This is an optimization exercise on Yosys and OpenROAD, whose aim is small area and a short achievable clock period, not a production implementation. Function was checked by simulation only, so behaviour that the tests miss may differ from the original. No activity file was given, so power comes from the tool's default toggle rates.

## flow/design.v (module list and top-level ports; edited modules follow where they fit)
// module approx_err_calc: 298 lines
// module approx_err_cpa: 344 lines
// module approx_err_s1: 24 lines
// module approx_err_monitor: 1655 lines
module approx_err_monitor #(
  parameter int W     = approx_mon_pkg::W,
  parameter int CNT_W = approx_mon_pkg::CNT_W,
  parameter int ACC_W = approx_mon_pkg::ACC_W
) (
  input  logic                 clk,
  input  logic                 rst,
  input  logic                 in_valid,
  output logic                 in_ready,
  input  logic [W-1:0]         a,
  input  logic [W-1:0]         b,
  input  logic [2*W-1:0]       prod,
  input  logic                 start,
  input  logic [CNT_W-1:0]     win_len,
  output logic                 busy,
  output logic                 done,
  output logic [CNT_W-1:0]     smp_cnt,
  output logic [CNT_W-1:0]     err_cnt,
  output logic [ACC_W-1:0]     sum_ed,
  output logic [ACC_W-1:0]     sum_bias,
  output logic [2*W-1:0]       max_ed,
  output logic [W-1:0]         max_a,
  output logic [W-1:0]         max_b
);
  // ...
==> flow/flow/run.sh <==
#!/bin/bash
# Layout flow: the standard ORFS flow (standard.sh) with two changes:
#  - synthesis: full/half-adder cells are extracted only in module approx_err_tree (the
#    multiplier's carry-save tree), and ABC maps modules approx_err_s1, approx_err_cpa and
#    approx_err_monitor with ORFS's delay-driven "area" script (abc_area.script, map -B 0.9),
#    the others with the default script. Everything else is ORFS's synth.tcl run through
#    synth_recipe.tcl, so the registers are the standard synthesis's;
#  - the port buffers use the smallest buffer cell (sky130_fd_sc_hd__buf_1).
set -euo pipefail
here=$(pwd)
python3 - "$FLOW_HOME/scripts/synth.tcl" "$here/synth_mix.tcl" <<'PY'
import sys
s = open(sys.argv[1]).read()
old = '  log_cmd abc {*}$abc_args\n'
assert s.count(old) == 1
new = ('  set abc_args_area [lreplace $abc_args 1 1 $::env(SCRIPTS_DIR)/abc_area.script]\n'
       '  log_cmd abc {*}$abc_args_area approx_err_cpa approx_err_monitor approx_err_s1\n'
       '  log_cmd abc {*}$abc_args * approx_err_cpa %d approx_err_monitor %d approx_err_s1 %d\n')
s = s.replace(old, new)
old = 'extract_fa {*}[dont_use_extract_fa_args]\n'
assert s.count(old) == 1
s = s.replace(old, 'extract_fa {*}[dont_use_extract_fa_args] approx_err_tree\n')
open(sys.argv[2], 'w').write(s)
PY
grep -q 'source $::env(SCRIPTS_DIR)/synth.tcl' synth_recipe.tcl
sed "s#source \$::env(SCRIPTS_DIR)/synth.tcl#source $here/synth_mix.tcl#" synth_recipe.tcl > "$here/synth_recipe_mix.tcl"
bash standard.sh SYNTH_SCRIPT="$here/synth_recipe_mix.tcl" \
  BUFFER_PORTS_ARGS="-buffer_cell sky130_fd_sc_hd__buf_1" finish > flow_standard.log 2>&1
==> flow/standard.sh <==
#!/bin/bash
# synth_recipe.tcl (not shown) runs the flow's synth.tcl, then flattens the netlist and writes it again
# the make line also repeats each setting of config.mk as NAME=value (left out here)
make -C /OpenROAD-flow-scripts/flow DESIGN_CONFIG=/design/flow/config.mk WORK_HOME=/design/flow/orfs CLKGATE_MAP_FILE= SYNTH_SCRIPT=/design/flow/synth_recipe.tcl "${@:-finish}"
==> flow/config.mk <==
export PLATFORM = sky130hd
export DESIGN_NAME = approx_err_monitor
export DESIGN_NICKNAME = approx_err_monitor
export VERILOG_FILES = /design/flow/design.v
export SDC_FILE = /design/flow/constraint.sdc
export NUM_CORES = 4
export LEC_CHECK = 0
export CAP_MARGIN = 20
export CORE_MARGIN = 2
export CORE_UTILIZATION = 50
export SETUP_SLACK_MARGIN = 3.0
export SLEW_MARGIN = 20
export SYNTH_HIERARCHICAL = 1
==> flow/constraint.sdc <==
create_clock -name core_clock -period 7.2 [get_ports {clk}]
set_input_delay 1.4400 -clock core_clock [delete_from_list [all_inputs] [get_ports {clk}]]
set_output_delay 1.4400 -clock core_clock [all_outputs]
set_load 0.01 [all_outputs]
==> flow_summary_export.csv, run 1 <==
group,metric,value,unit
power_and_ir_drop,top_power_group,"combinational logic",
sta,holdWs,325,ps
floorplanning,die_h,251,um
finish,fin_util,0.559,
sta,clock_skew,25.0,ps
finish,clkbuf_count,65,
sta,setup_tns,0,ps
synth,yosysWarnings,10,
synth,synth_nets,4713,
synth,synth_xor_area_frac,0.104,
critical_path,cp.depth,18,
finish,multi_input_comb_cells,3351,
synth,synthMuxAreaShare,0,
sta,max-slew-margin-rel,0.325,
synth,synth_ff_type,"dfxtp_1",
place,gp_congestion,0.902,
synth,synth-simple-area-share,0.304,
global_routing,antenna_found_initial,1,
synth,synth_area_leaders,"dfxtp_1 (30%), nand2_1 (14%), nor2_1 (7.8%)",
run_status,outcome,"timing/DRC/antenna clean",
finish,diodes,1,
critical_path,r2r_slack,3280,ps
critical_path,reg2reg_from,"u_calc.s1_a[10]",
cts,postCtsSetupRepairBufs,0,
critical_path,critical_path.top_delay_family,"XOR/XNOR gates",
routing,dr.max_layer_used,"met4",
floorplanning,die-area,62800,um2
sta,setup_ws,3280,ps
routing,drt_first_iter_violations,1864,
critical_path,worstPathMaxFanout,16,
critical_path,crit_required,7670,ps
cts,cts_htree_levels,2,
cts,postCtsHoldBufs,0,
synth,synth_compound_area_frac,0.158,
power_and_ir_drop,seq_power_share,0.237,
sta,fmax,255,MHz
==> run 2: changes to the inputs <==
--- a/flow/config.mk
+++ b/flow/config.mk
@@ -8,6 +8,8 @@
 export CAP_MARGIN = 20
 export CORE_MARGIN = 2
 export CORE_UTILIZATION = 50
-export SETUP_SLACK_MARGIN = 3.0
+export CTS_BUF_LIST = sky130_fd_sc_hd__clkbuf_8
+export CTS_CLUSTER_SIZE = 30
+export SETUP_SLACK_MARGIN = 3.5
 export SLEW_MARGIN = 20
 export SYNTH_HIERARCHICAL = 1
==> run 2 against run 1 <==
  * Routed wire length grew 1.3%
  * Highest routed layer unchanged
  * Sequential power is essentially flat
  * Global-route usage grew 0.24 points
  * Synthesized cell count is the same
  * Final cell count grew 1.6%
  * Clock power shrank 15%
  * Combinational power grew 3.9%
  * Sequential cell count is the same
  * Clock-buffer cell count grew 31
  * Clock skew grew 20 ps
==> flow_summary_export.csv, run 2 <==
group,metric,value,unit
run_status,outcome,"timing/DRC/antenna clean",
global_routing,antenna_found_initial,2,
routing,via_count,29500,
place,gp_congestion,0.902,
floorplanning,num_rows,90,
critical_path,cp_slowest_cell,"nor3_2",
routing,wl,88900,um
power_and_ir_drop,finalPower,13.0,mW
synth,ys_ff_latch,462,
floorplanning,die-area,62800,um2
flow_run,cap_violations,0,
synth,synth-edff-count,0,
critical_path,critPathMaxStageDelay,800,ps
critical_path,start_kind,"input port",
sta,finalCritPeriodShare,0.492,
sta,max-slew-margin-rel,0.341,
synth,yosysMostFrequentCell,"nand2_1",
place,place_ws,2740,ps
sta,setup_tns,0,ps
routing,routed_via_density,5.10,
sta,finalCriticalPeriod,3540,ps
critical_path,crit_required,7780,ps
synth,synth_compound_area_frac,0.158,
sta,fmax,282,MHz
finish,design_area,34200,um2
cts,clock_latency,700,ps
synth,synth_nets,4713,
floorplanning,io_pins,359,
cts,cts_root_buffer,"clkbuf_8",
finish,final_cell_mix,"nand2_1 (1108), nor2_1 (621), inv_1 (612)",
finish,reg_top3,"sum_bias x64, sum_ed x64",
synth,ys_types,74,
place,place_area,31800,um2
cts,numCtsBuffers,81,
power_and_ir_drop,power_leakage,15.7,nW
synth,synth_area_leaders,"dfxtp_1 (30%), nand2_1 (14%), nor2_1 (7.8%)",
routing,drc,0,
cts,cts_htree_levels,3,
global_routing,grt_pass1_vias,26500,
finish,finalNetCount,5040,
finish,final_common_cell,"nand2_1",
worst_hold_path,worstHoldPathType,"reg -> reg",
synth,avgSynthCellArea,6.59,um2
critical_path,worstPathMaxFanout,189,
synth,synth_top_area_share,0.304,
sta,finalSetupViolCount,0,
routing,wl_per_cell,15.4,um
synth,async_flop_share,0,
power_and_ir_drop,vdd_drop_max,0.372,mV
synth,ys_seq_area_frac,0.304,
synth,synth_ff_type,"dfxtp_1",
synth,synthMuxAreaShare,0,
sta,hold_viol,0,
routing,drt_first_iter_violations,1946,
synth,syn_area,30400,um2
synth,synth_fa_ha_area_frac,0.0186,
critical_path,worst-setup-path-type,"in -> reg",
cts,path_clk_slew,60,ps
sta,grt_setup_unrepaired,"false",
routing,drt_first_pass_iters,9,
sta,worst_pin_slew,984,ps
synth,synth_xor_area_frac,0.104,
critical_path,endpoint_kind,"flop",
floorplanning,die_x,251,um
place,dp_hpwl,67600,um
finish,area_growth_syn_to_layout,12.5,%
floorplanning,die_h,251,um
cts,tritoncts,"yes",
cts,clock-sinks,462,
synth,synth_commonest_cells,"nand2_1 (1112), nor2_1 (630), inv_1 (590), dfxtp_1 (462), a21oi_1 (249)",
sta,clock_skew,44.9,ps
synth,synth-simple-area-share,0.304,
critical_path,critical_path.top_delay_family,"buffers and inverters",
critical_path,crit_chain,"buf_1 > inv_1 > nor3_2 > nor2_4 > buf_12 > inv_4 > buf_4 > nor2_1 > o21a_1",
global_routing,grt_start_max_net_pins,190,
sta,setup_ws,3660,ps
synth,yosysWarnings,10,
floorplanning,core_area,60200,um2
global_routing,grtUsageTotal,0.274,
synth,synth_top_family_by_area,"simple AND/OR/NAND/NOR gates",
floorplanning,start_util,0.505,
critical_path,cp_num_buf_inv,5,
power_and_ir_drop,p_per_area,381,nW/um2
routing,ant_nets,0,
cts,clockBufferDepth,3,
place,io_buffer_count,358,
finish,drive_gt1_frac,0.0964,
sta,slew_violations,0,
critical_path,worst_ep_arrival_time,4120,ps
sta,holdWs,322,ps
synth,syn_inst,4613,
synth,synth_area_leader_cell,"dfxtp_1",
global_routing,gr-total-overflow,0,
global_routing,grt_pass1_wl,139000,um
[run 2: cell counts after synthesis]
Identical to the previous run, type by type.
[run 2: kinds of logic (layout without fill, tap and decap cells)]
kind of cell,count (synthesis),count (layout)
AO/OA/AOI/OAI,771,771
buffers and inverters,800,1178
flip-flops,462,462
AND/OR/NAND/NOR,2183,2183
adder cells (fa/ha/maj),54,54
XOR/XNOR,342,342
other,1,3
[run 2: layout make-up]
| class | count | area [um2] |
|---|---|---|
| Timing Repair Buffer | 420 | 1920 |
| Clock inverter | 38 | 254 |
| Multi-Input combinational cell | 3351 | 18000 |
| Inverter | 624 | 2350 |
| Clock buffer | 96 | 1320 |
| Tap cell | 782 | 978 |
| Fill cell | 6102 | 26000 |
| Sequential cell | 462 | 9380 |
| Antenna cell | 2 | 5.00 |
[run 2: routing by layer]
layer,wire [um],up-vias,track usage
li1,-,15400,-
met1,40200,13100,0.357
met2,41500,809,0.466
met3,4870,156,0.0417
met4,2340,0,0.0849
met5,0,-,0
[run 2: what timing repair did]
action                     in CTS  in global routing
pin swaps                       2                 20
hold buffers                    0                  0
setup endpoints to repair      95                 76
gates resized for setup        33                 97
setup buffers                   4                 46
[run 2: per-stage QoR]
| step | instances | util |
|---|---|---|
| 2_1_floorplan | 4613 | - |
| 3_3_place_gp | 5589 | 0.528 |
| 3_5_place_dp | 5589 | 0.528 |
| 5_1_grt | 5775 | 0.568 |
| 6_report | 5775 | 0.568 |
| 4_1_cts | 5727 | 0.556 |
[run 2: path summary, 6_finish.rpt]
kind | to | from | slack [ps] | cells after the start
setup / recovery | smp_cnt[11] | start | 3660 | 9
hold / removal | u_calc.res_b[1] | u_calc.s1_b[1] | 320 | 0
setup reg to reg | u_calc.diff[28] | u_calc.s1_a[11] | 3710 | 19
hold reg to reg | u_calc.res_b[1] | u_calc.s1_b[1] | 320 | 0
[run 2: Yosys stat by module (local to each module, per instance), excerpt]
module / area, um2 / cells / flip-flops and latches / times used
approx_err_monitor: 15800 / 2489 / 292 / 1
approx_err_cpa: 2860 / 634 / 0 / 1
approx_err_s1: 3380 / 723 / 0 / 1
[run 2: power breakdown]
part / internal [mW] / switching, mW
Sequential: 2.80 / 0.317
Combinational: 2.66 / 4.87
Clock: 1.28 / 1.10
==> run 3: changes to the inputs <==
--- a/flow/config.mk
+++ b/flow/config.mk
@@ -7,9 +7,7 @@
 export LEC_CHECK = 0
 export CAP_MARGIN = 20
 export CORE_MARGIN = 2
-export CORE_UTILIZATION = 50
-export CTS_BUF_LIST = sky130_fd_sc_hd__clkbuf_8
-export CTS_CLUSTER_SIZE = 30
+export CORE_UTILIZATION = 45
 export SETUP_SLACK_MARGIN = 3.5
 export SLEW_MARGIN = 20
 export SYNTH_HIERARCHICAL = 1
==> run 3 against run 2 <==
  * Via count is 0.20% lower
  * Synthesized cell count stayed put
  * Sequential power barely moved
  * Design area is 0.42% higher
  * Clock skew up 6.7 ps
  * Still clean on timing, DRC and antenna
  * Sequential share of layout area shrank 0.13 points
  * Sequential cell count stayed put
  * Routed wire length decreased by 0.27%
  * Clock-buffer cell count decreased by 30
  * Maximum frequency up 2.7%
==> flow_summary_export.csv, run 3 <==
group,metric,value,unit
routing,ant_nets,0,
synth,yosysWarnings,10,
synth,ys_ff_latch,462,
critical_path,cp_slowest_cell,"dfxtp_4",
finish,finalNetCount,4983,
cts,clock-sinks,462,
routing,via_count,29400,
sta,finalSetupViolCount,0,
finish,final_common_cell,"nand2_1",
place,io_buffer_count,358,
global_routing,gr-total-overflow,0,
global_routing,grt_start_max_net_pins,155,
sta,setup_tns,0,ps
critical_path,endpoint_kind,"flop",
routing,routed_via_density,5.07,
global_routing,grt_pass1_vias,26800,
critical_path,critPathMaxStageDelay,410,ps
sta,clock_skew,51.6,ps
cts,clockBufferDepth,3,
critical_path,start_kind,"flop",
sta,slew_violations,0,
routing,wl,88700,um
synth,synth_ff_type,"dfxtp_1",
synth,syn_area,30400,um2
place,gp_congestion,0.927,
floorplanning,die_h,264,um
sta,max-slew-margin-rel,0.450,
floorplanning,die_x,264,um
sta,finalCritPeriodShare,0.479,
cts,postCtsHoldBufs,0,
critical_path,worstPathMaxFanout,13,
routing,drt_first_iter_violations,1998,
finish,drive_gt1_frac,0.0871,
power_and_ir_drop,finalPower,13.5,mW
cts,numCtsBuffers,52,
power_and_ir_drop,power_leakage,15.6,nW
floorplanning,core_area,67000,um2
floorplanning,die-area,69700,um2
sta,fmax,290,MHz
floorplanning,num_rows,95,
synth,synth_top_area_share,0.304,
critical_path,worst-setup-path-type,"reg -> reg",
global_routing,antenna_found_initial,2,
sta,holdWs,326,ps
synth,synth-edff-count,0,
cts,clock_latency,620,ps
finish,fillers,6879,
cts,tritoncts,"yes",
routing,wl_per_cell,15.3,um
run_status,outcome,"timing/DRC/antenna clean",
global_routing,grtUsageTotal,0.248,
synth,async_flop_share,0,
sta,finalCriticalPeriod,3450,ps
critical_path,critical_path.top_delay_family,"XOR/XNOR gates",
place,dp_hpwl,68200,um
synth,syn_inst,4613,
synth,synth_area_leaders,"dfxtp_1 (30%), nand2_1 (14%), nor2_1 (7.8%)",
sta,hold_viol,0,
synth,ys_types,74,
floorplanning,start_util,0.454,
sta,worst_pin_slew,824,ps
power_and_ir_drop,vdd_drop_max,0.312,mV
critical_path,path_common_cell,"nand2_1",
critical_path,crit_chain,"a22o_1 > a221oi_1 > xnor2_1 > xnor2_1 > xnor2_1 > xnor2_2 > xor3_1 > nand2_1 > nand2_2 > nor2_2 > inv_1 > nor2_1 > nand2_1 > nor2_1 > nand2_1 > nand2_1 > nand2_1 > nand2_1 > nor2_1",
cts,path_clk_slew,60,ps
routing,drt_first_pass_iters,7,
routing,drc,0,
cts,cts_root_buffer,"clkbuf_16",
floorplanning,io_pins,359,
critical_path,worst_ep_arrival_time,3960,ps
synth,ys_seq_area_frac,0.304,
finish,area_growth_syn_to_layout,13.0,%
critical_path,crit_required,7710,ps
sta,grt_setup_unrepaired,"false",
synth,avgSynthCellArea,6.59,um2
finish,reg_top3,"sum_bias x64, sum_ed x64",
critical_path,cp_num_buf_inv,1,
synth,synth_commonest_cells,"nand2_1 (1112), nor2_1 (630), inv_1 (590), dfxtp_1 (462), a21oi_1 (249)",
synth,synth_nets,4713,
finish,final_cell_mix,"nand2_1 (1108), nor2_1 (624), inv_1 (590)",
synth,synth_area_leader_cell,"dfxtp_1",
power_and_ir_drop,p_per_area,393,nW/um2
global_routing,grt_pass1_wl,142000,um
cts,cts_htree_levels,2,
worst_hold_path,worstHoldPathType,"reg -> reg",
synth,yosysMostFrequentCell,"nand2_1",
flow_run,cap_violations,0,
run 3: cell counts after synthesis:
Identical to the previous run, type by type.
run 3: metrics by stage:
stage	worst slack [ps]	area [um2]	std cells	util
after global placement	3330	31900	5681	0.476
after CTS	3490	33800	5780	0.505
after global routing	3480	34400	5801	0.513
after detailed placement	3300	31900	5681	0.476
after floorplan	3800	30400	4613	-
final	3750	34400	5801	0.513
run 3: final timing paths:
path | cells after the start | startpoint | endpoint | slack, ps
hold / removal | 0 | u_calc.s1_b[7] | u_calc.res_b[7] | 330
setup reg to reg | 19 | u_calc.s1_sel[3] | u_calc.diff[26] | 3750
setup / recovery | 19 | u_calc.s1_sel[3] | u_calc.diff[26] | 3750
hold reg to reg | 0 | u_calc.s1_b[7] | u_calc.res_b[7] | 330
run 3: layer usage:
layer	routed length, um	global-route usage	up-vias	share of wire
li1	-	-	15300	-
met1	40500	0.328	13100	0.46
met2	40800	0.419	750	0.46
met3	4460	0.0295	185	0.050
met4	2940	0.0808	0	0.033
met5	0	0	-	0
run 3: cell families (layout without fill, tap and decap cells):
logic type	count (synthesis)	count (layout)	share of synthesized area
buf+inv	800	1114	0.112
flops	462	462	0.304
simple gates	2183	2183	0.304
xor+xnor	342	342	0.104
compound gates	771	771	0.158
fa+ha+maj	54	54	0.0186
other cells	1	2	0.000123
run 3: final cells by class:
type                    instances  area [um2]  share of cell area
diodes                          1        2.50           0.0000728
clock buffers                  66        1420              0.0414
clock inverters                32         437              0.0127
inverters                     624        2350              0.0683
multi-input cells            3351       18000               0.525
flip-flops and latches        462        9370               0.273
well taps                     873        1090              0.0318
repair buffers                392        1670              0.0486
run 3: report_power, final:
| group | internal, mW | switching, mW | leakage, nW |
|---|---|---|---|
| sequential | 2.79 | 0.331 | 3.81 |
| combinational | 2.62 | 4.88 | 10.9 |
| clock | 1.71 | 1.18 | 0.909 |
run 3: worst register-to-register path, cell delays in order (launching register included):
cell,delay [ps]
dfxtp_4,410
a22o_1,230
a221oi_1,270
xnor2_1,210
xnor2_1,120
xnor2_1,380
xnor2_2,190
xor3_1,370
nand2_1,130
nand2_2,90
nor2_2,160
inv_1,60
nor2_1,210
nand2_1,130
nor2_1,110
nand2_1,70
nand2_1,70
nand2_1,40
nand2_1,60
nor2_1,40
run 3: per-module statistics from Yosys (local to each module, per instance), excerpt:
module,cell area (um2),flops+latches,copies in the design
approx_err_cpa,2860,0,1
approx_err_s1,3380,0,1
approx_err_monitor,15800,292,1
run 3: timing repair:
action / CTS / global route
pin swaps: 0 / 16
endpoints found under the setup margin: 65 / 72
setup buffers: 1 / 20
resized for setup: 13 / 104
==> run 4: changes to the inputs <==
--- a/flow/config.mk
+++ b/flow/config.mk
@@ -7,7 +7,8 @@
 export LEC_CHECK = 0
 export CAP_MARGIN = 20
 export CORE_MARGIN = 2
-export CORE_UTILIZATION = 45
+export CORE_UTILIZATION = 50
+export PLACE_DENSITY = 0.7
 export SETUP_SLACK_MARGIN = 3.5
 export SLEW_MARGIN = 20
 export SYNTH_HIERARCHICAL = 1
==> run 4 against run 3 <==
  * Core utilization is 5.3 points higher
  * Still clean on timing, DRC and antenna
  * Sequential cell count unchanged
  * Non-clock buffer count is 8 lower
  * Largest power group unchanged
==> flow_summary_export.csv, run 4 <==
group,metric,value,unit
synth,ys_seq_area_frac,0.304,
worst_hold_path,hold_depth,0,
place,gp_congestion,0.937,
place,dp_hpwl,65000,um
synth,avgSynthCellArea,6.59,um2
critical_path,endpoint_kind,"flop",
sta,grt_setup_unrepaired,"false",
critical_path,start_kind,"flop",
sta,holdWs,325,ps
sta,worst_pin_slew,1050,ps
critical_path,rr_worst_depth,20,
worst_hold_path,worstHoldPathType,"reg -> reg",
synth,synth_top_family_by_area,"simple AND/OR/NAND/NOR gates",
synth,synth_area_leaders,"dfxtp_1 (30%), nand2_1 (14%), nor2_1 (7.8%)",
power_and_ir_drop,power_leakage,15.5,nW
synth,synth-simple-area-share,0.304,
synth,async_flop_share,0,
cts,tritoncts,"yes",
sta,finalCritPeriodShare,0.496,
synth,syn_area,30400,um2
floorplanning,start_util,0.505,
place,place_ws,3250,ps
routing,drc,0,
floorplanning,core_area,60200,um2
synth,synth_nets,4713,
sta,slew_violations,0,
synth,synth-edff-count,0,
routing,wl_per_cell,14.7,um
synth,syn_inst,4613,
synth,synth_ff_type,"dfxtp_1",
sta,finalSetupViolCount,0,
routing,drt_first_iter_violations,2038,
synth,yosysWarnings,10,
critical_path,worst_ep_arrival_time,4070,ps
synth,synth_xor_area_frac,0.104,
critical_path,worstPathMaxFanout,16,
cts,numCtsBuffers,53,
critical_path,path_common_cell,"nand2_1",
synth,synthMuxAreaShare,0,
global_routing,grt_start_max_net_pins,109,
sta,finalCriticalPeriod,3570,ps
routing,via_count,29300,
critical_path,r2r_slack,3630,ps
place,place_area,31800,um2
global_routing,gr-total-overflow,0,
global_routing,antenna_found_initial,1,
critical_path,critical_path.top_delay_family,"simple AND/OR/NAND/NOR gates",
critical_path,r2r_end,"u_calc.diff[20]",
sta,setup_ws,3630,ps
synth,yosysMostFrequentCell,"nand2_1",
floorplanning,die-area,62800,um2
power_and_ir_drop,vdd_drop_max,0.342,mV
finish,final_cell_mix,"nand2_1 (1111), nor2_1 (623), inv_1 (590)",
synth,synth_area_leader_cell,"dfxtp_1",
routing,ant_nets,0,
cts,clockBufferDepth,3,
run_status,outcome,"timing/DRC/antenna clean",
sta,fmax,280,MHz
cts,clock-sinks,462,
routing,routed_via_density,5.14,
worst_hold_path,hold_start,"u_calc.s1_b[7]",
floorplanning,io_pins,359,
finish,final_cells,5702,
place,io_buffer_count,358,
cts,clock_latency,630,ps
finish,finalNetCount,4976,
synth,synth_fa_ha_area_frac,0.0186,
floorplanning,die_h,251,um
critical_path,crit_required,7710,ps
synth,synth_commonest_cells,"nand2_1 (1112), nor2_1 (630), inv_1 (590), dfxtp_1 (462), a21oi_1 (249)",
critical_path,cp_num_buf_inv,3,
floorplanning,die_x,251,um
finish,final_common_cell,"nand2_1",
cts,cts_root_buffer,"clkbuf_16",
cts,postCtsHoldBufs,0,
synth,ys_ff_latch,462,
global_routing,grt_pass1_wl,134000,um
sta,hold_viol,0,
sta,setup_tns,0,ps
place,placed_cells,5589,
cts,cts_htree_levels,2,
critical_path,cp_slowest_cell,"dfxtp_2",
global_routing,grtUsageTotal,0.258,
sta,clock_skew,47.3,ps
finish,design_area,34100,um2
finish,drive_gt1_frac,0.0834,
critical_path,crit_chain,"a22o_1 > a221oi_2 > xnor2_2 > maj3_2 > xor3_1 > xnor2_1 > xnor2_1 > inv_1 > nand2_1 > nand2_1 > nor2_2 > inv_1 > nor2_2 > nand2_1 > inv_1 > nand3_1 > nand3_1 > nand2_1 > nand2_1 > nor2_1",
routing,wl,84000,um
routing,drt_first_pass_iters,6,
finish,fillers,5958,
global_routing,grt_pass1_vias,26500,
finish,reg_top3,"sum_bias x64, sum_ed x64",
critical_path,critPathMaxStageDelay,430,ps
synth,ys_types,74,
sta,max-slew-margin-rel,0.298,
finish,area_growth_syn_to_layout,12.0,%
critical_path,worst-setup-path-type,"reg -> reg",
critical_path,reg2reg_from,"u_calc.s1_a[1]",
power_and_ir_drop,p_per_area,386,nW/um2
synth,synth_top_area_share,0.304,
synth,synth_compound_area_frac,0.158,
cts,path_clk_slew,60,ps
worst_hold_path,hold_path_end,"u_calc.res_b[7]",
flow_run,cap_violations,0,
floorplanning,num_rows,90,
## run 4: cell counts after synthesis
Identical to the previous run, type by type.
## run 4: final cells by class
cell class              instances  area [um2]  area share
multi-input cells            3351       18000       0.527
inverters                     624        2350      0.0690
diodes                          1        2.50   0.0000734
well taps                     782         978      0.0287
clock buffers                  74        1550      0.0454
repair buffers                384        1590      0.0467
clock inverters                24         280     0.00823
flip-flops and latches        462        9370       0.275
## run 4: logic make-up after synthesis
kind of cell / after synthesis
and+or+nand+nor: 2183
adders and majority gates: 54
AOI/OAI and AO/OA: 771
buffers and inverters: 800
DFF: 462
other: 1
xor gates and xnor gates: 342
## run 4: worst max-delay path by stage
| stage | start | to | slack [ps] | depth (start not counted) |
|---|---|---|---|---|
| 3_3_place_gp | start | sum_bias[3] | 3290 | 9 |
| 4_1_cts | u_calc.s1_sel[12] | u_calc.diff[28] | 3500 | 19 |
| 5_1_grt | u_calc.s1_a[0] | u_calc.diff[30] | 3430 | 20 |
| 6_report | u_calc.s1_a[1] | u_calc.diff[20] | 3630 | 20 |
| 2_1_floorplan | in_valid | rem[23] | 3800 | 19 |
| 3_5_place_dp | u_calc.s1_b[5] | u_calc.diff[20] | 3250 | 17 |
## run 4: timing repair
item,4_1_cts,5_1_grt
cloned,0,0
setup buffers,0,14
endpoints found under the setup margin,89,101
hold endpoints to repair,0,0
resized for setup,17,88
pin swaps,0,15
## run 4: per-stage QoR
step / utilization / power [mW]
2_1_floorplan: - / 9.56
3_3_place_gp: 0.528 / 10.2
3_5_place_dp: 0.528 / 10.3
4_1_cts: 0.558 / 13.1
5_1_grt: 0.566 / 14.3
6_report: 0.566 / 13.2
## run 4: power breakdown
part | switching, mW | internal, mW | total (mW)
sequential | 0.319 | 2.79 | 3.11
clock | 1.13 | 1.65 | 2.79
combinational | 4.69 | 2.58 | 7.27
## run 4: worst register-to-register path, delay by kind of cell (launching register included)
kind                       cells  cell delay, ps
AOI/OAI and AO/OA              2             500
xor gates and xnor gates       4             900
adders and majority gates      1             380
buffers and inverters          3             240
DFF                            1             430
and+or+nand+nor               10            1030
## run 4: metal layers
layer | track usage | vias to the layer above | share of wire
met2 | 0.436 | 858 | 0.46
met4 | 0.0963 | 0 | 0.034
met5 | 0 | - | 0
met1 | 0.335 | 13000 | 0.44
met3 | 0.0362 | 175 | 0.062
li1 | - | 15300 | -
## run 4: per-module statistics from Yosys, one instance, submodules excluded, excerpt
module              flip-flops and latches  times used
approx_err_s1                            0           1
approx_err_cpa                           0           1
approx_err_monitor                     292           1
==> run 5: changes to the inputs <==
--- a/flow/config.mk
+++ b/flow/config.mk
@@ -8,7 +8,6 @@
 export CAP_MARGIN = 20
 export CORE_MARGIN = 2
 export CORE_UTILIZATION = 50
-export PLACE_DENSITY = 0.7
 export SETUP_SLACK_MARGIN = 3.5
 export SLEW_MARGIN = 20
 export SYNTH_HIERARCHICAL = 1
==> run 5 against run 4 <==
  * Still clean on timing, DRC and antenna
  * Non-clock buffer count increased by 18
  * Clock-buffer cell count decreased by 9
  * Critical path depth decreased by 3
  * Synthesized cell count unchanged
  * Maximum frequency increased by 1.8%
  * Sequential power barely moved
  * Worst hold slack hardly changed
  * Total power up 2.0%
  * First-iteration DRC count fell by 6.3%
  * Clock skew decreased by 21 ps
  * Largest cell class unchanged
==> flow_summary_export.csv, run 5 <==
group,metric,value,unit
critical_path,reg2reg_from,"u_calc.s1_a[14]",
global_routing,grt_use_met3,0.0357,
synth,ys_ff_latch,462,
synth,synth_nets,4713,
synth,syn_inst,4613,
synth,yosysMostFrequentCell,"nand2_1",
global_routing,antenna_found_initial,2,
floorplanning,die-area,62800,um2
power_and_ir_drop,p_clk_frac,0.209,
critical_path,crit_start,"u_calc.s1_a[14]",
routing,drc,0,
global_routing,use_met1,0.359,
run_status,outcome,"timing/DRC/antenna clean",
finish,final_cell_mix,"nand2_1 (1107), nor2_1 (622), inv_1 (590)",
cts,cts_htree_levels,2,
critical_path,endpoint_kind,"flop",
sta,finalCriticalPeriod,3500,ps
synth,ys_types,74,
global_routing,grtUsageTotal,0.272,
cts,clock-sinks,462,
routing,via_count,29200,
routing,ant_nets,0,
synth,async_flop_share,0,
routing,drt_first_pass_iters,7,
power_and_ir_drop,power_switching,6.30,mW
sta,finalSetupViolCount,0,
sta,hold_viol,0,
global_routing,gr-total-overflow,0,
global_routing,grt_pass1_wl,139000,um
critical_path,r2r_slack,3700,ps
synth,yosysWarnings,10,
power_and_ir_drop,combPwrFrac,0.559,
critical_path,crit_required,7670,ps
sta,slew_violations,0,
cts,clockBufferDepth,3,
critical_path,worstPathMaxFanout,16,
global_routing,grt_pass1_vias,26200,
sta,setup_tns,0,ps
sta,worst_pin_slew,911,ps
global_routing,busiest_layer,"met2",
sta,grt_setup_unrepaired,"true",
finish,ff_latch_area,9380,um2
synth,synth_area_leader_cell,"dfxtp_1",
finish,drive_gt1_frac,0.0884,
finish,final_common_cell,"nand2_1",
cts,postCtsHoldBufs,0,
floorplanning,die_h,251,um
power_and_ir_drop,vdd_drop_max,0.377,mV
global_routing,met2_usage,0.464,
routing,drt_first_iter_violations,1910,
critical_path,worst_ep_arrival_time,3980,ps
worst_hold_path,worstHoldPathType,"reg -> reg",
floorplanning,core_area,60200,um2
synth,avgSynthCellArea,6.59,um2
finish,fillers,6057,
finish,reg_top3,"sum_bias x64, sum_ed x64",
flow_run,cap_violations,0,
routing,wl_per_cell,15.5,um
synth,synth_commonest_cells,"nand2_1 (1112), nor2_1 (630), inv_1 (590), dfxtp_1 (462), a21oi_1 (249)",
place,dp_hpwl,67600,um
global_routing,grt_start_max_net_pins,190,
power_and_ir_drop,power_leakage,15.6,nW
synth,synth_top_area_share,0.304,
floorplanning,die_x,251,um
sta,fmax,285,MHz
sta,finalCritPeriodShare,0.487,
cts,cts_root_buffer,"clkbuf_16",
floorplanning,num_rows,90,
power_and_ir_drop,p_sw_frac,0.469,
cts,clock_latency,610,ps
finish,area_growth_syn_to_layout,12.8,%
synth,synth_area_leaders,"dfxtp_1 (30%), nand2_1 (14%), nor2_1 (7.8%)",
place,place_ws,2740,ps
finish,multiInputGateArea,18000,um2
routing,wl,88600,um
synth,synth-edff-count,0,
critical_path,worst-setup-path-type,"reg -> reg",
routing,routed_via_density,5.11,
critical_path,start_kind,"flop",
sta,clock_skew,26.5,ps
sta,max-slew-margin-rel,0.387,
sta,setup_ws,3700,ps
power_and_ir_drop,p_per_area,391,nW/um2
power_and_ir_drop,p_int,7.13,mW
cts,tritoncts,"yes",
synth,syn_area,30400,um2
worst_hold_path,hold_start,"u_calc.s1_b[10]",
finish,final_cells,5714,
floorplanning,start_util,0.505,
floorplanning,io_pins,359,
place,placed_cells,5589,
place,io_buffer_count,358,
finish,fin_util,0.570,
cts,path_clk_slew,60,ps
power_and_ir_drop,seq_power_share,0.232,
place,gp_congestion,0.902,
synth,ys_seq_area_frac,0.304,
cts,numCtsBuffers,50,
finish,finalNetCount,4991,
synth,synth_ff_type,"dfxtp_1",
[run 5: cell counts after synthesis]
Identical to the previous run, type by type.
[run 5: metal layers]
metal,wire length [um],vias to the layer above
met5,0,-
met2,41200,783
met4,2430,0
met3,4950,148
met1,40000,13000
li1,-,15300
[run 5: critical path, stage by stage (launching register included)]
cell	delay (ps)
dfxtp_2	440
a222oi_1	500
xor2_1	160
xnor2_1	250
xor3_1	510
maj3_1	360
nand2_1	110
nand2_1	130
inv_1	100
nand2_1	90
nor2_2	180
nand2_1	100
nor2_1	110
nand2_1	70
nand2_1	60
nand2_1	50
nand2_1	100
nor2_1	60
[run 5: worst paths after layout]
path / to / cells past startpoint
setup / recovery: u_calc.diff[31] / 17
hold / removal: u_calc.res_b[10] / 0
setup reg to reg: u_calc.diff[31] / 17
hold reg to reg: u_calc.res_b[10] / 0
[run 5: power groups by stage]
stage	registers (mW)	logic, mW	clock network [mW]
2_1_floorplan	3.03	6.53	0
3_3_place_gp	3.16	7.20	0
3_5_place_dp	3.16	7.24	0
4_1_cts	3.11	7.29	2.86
5_1_grt	3.13	8.51	2.97
6_report	3.11	7.51	2.81
[run 5: metrics by stage]
stage	area [um2]	power [mW]	hold slack, ps
3_3_place_gp	31800	10.4	310
5_1_grt	34300	14.6	333
6_report	34300	13.4	325
3_5_place_dp	31800	10.4	312
4_1_cts	33700	13.3	325
2_1_floorplan	30400	9.56	310
[run 5: area by class of cell]
type,instances,share of cell area
Timing Repair Buffer,402,0.0518
Antenna cell,1,0.0000729
Tap cell,782,0.0285
Clock inverter,27,0.0116
Sequential cell,462,0.273
Inverter,624,0.0686
Clock buffer,65,0.0414
Multi-Input combinational cell,3351,0.525
[run 5: logic make-up after synthesis]
logic type | Yosys count | synth area share
adders and majority gates | 54 | 0.0186
DFF | 462 | 0.304
xor gates and xnor gates | 342 | 0.104
other | 1 | 0.000123
AOI/OAI and AO/OA | 771 | 0.158
and+or+nand+nor | 2183 | 0.304
buffers and inverters | 800 | 0.112
[run 5: per-module statistics from Yosys, one instance, submodules excluded, a selection]
module	cell area, um2	cells
approx_err_cpa	2860	634
approx_err_s1	3380	723
approx_err_monitor	15800	2489
[run 5: timing repair]
item / in CTS / in global routing
pin swaps: 1 / 18
resized for setup: 33 / 91
setup endpoints to repair: 108 / 78
setup buffers: 2 / 30

static timing again, ports no longer ideal:
How much do the figures lean on ideal ports? The routed layouts below were timed once more, with nothing changed but the port constraints. Step 1: set_driving_cell puts a clkbuf_16 on clk and a buf_2 on each other input, an assumption about the parent block. Step 2, shift: input delay + t, output delay - t, t = (earliest + latest rising clock arrival at the registers) / 2. This alone moves slack from input paths to output paths. Slacks: no drivers / after step 1 / after step 2; pairs: no drivers / after step 1.
| run | shift t [ns] | setup WS [ns] | clock arrival spread, ns | worst data-port slew with drivers (ns) | pins driven straight from the clock port |
|---|---|---|---|---|---|
| run 1 | 0.655 | 3.275 / 3.275 / 2.744 | 0.025 / 0.025 | 0.09 | 1 |
| run 2 | 0.731 | 3.655 / 3.686 / 2.955 | 0.052 / 0.052 | 0.09 | 1 |
| run 3 | 0.658 | 3.750 / 3.750 / 3.343 | 0.059 / 0.058 | 0.07 | 1 |
| run 4 | 0.660 | 3.632 / 3.632 / 3.191 | 0.047 / 0.048 | 0.07 | 1 |
| run 5 | 0.659 | 3.696 / 3.696 / 3.246 | 0.026 / 0.027 | 0.09 | 1 |
After both steps setup and hold are still met in every run listed. The setup slack of run 2, which loses most, moves by +0.031 ns with the drivers and by -0.700 ns with both steps.
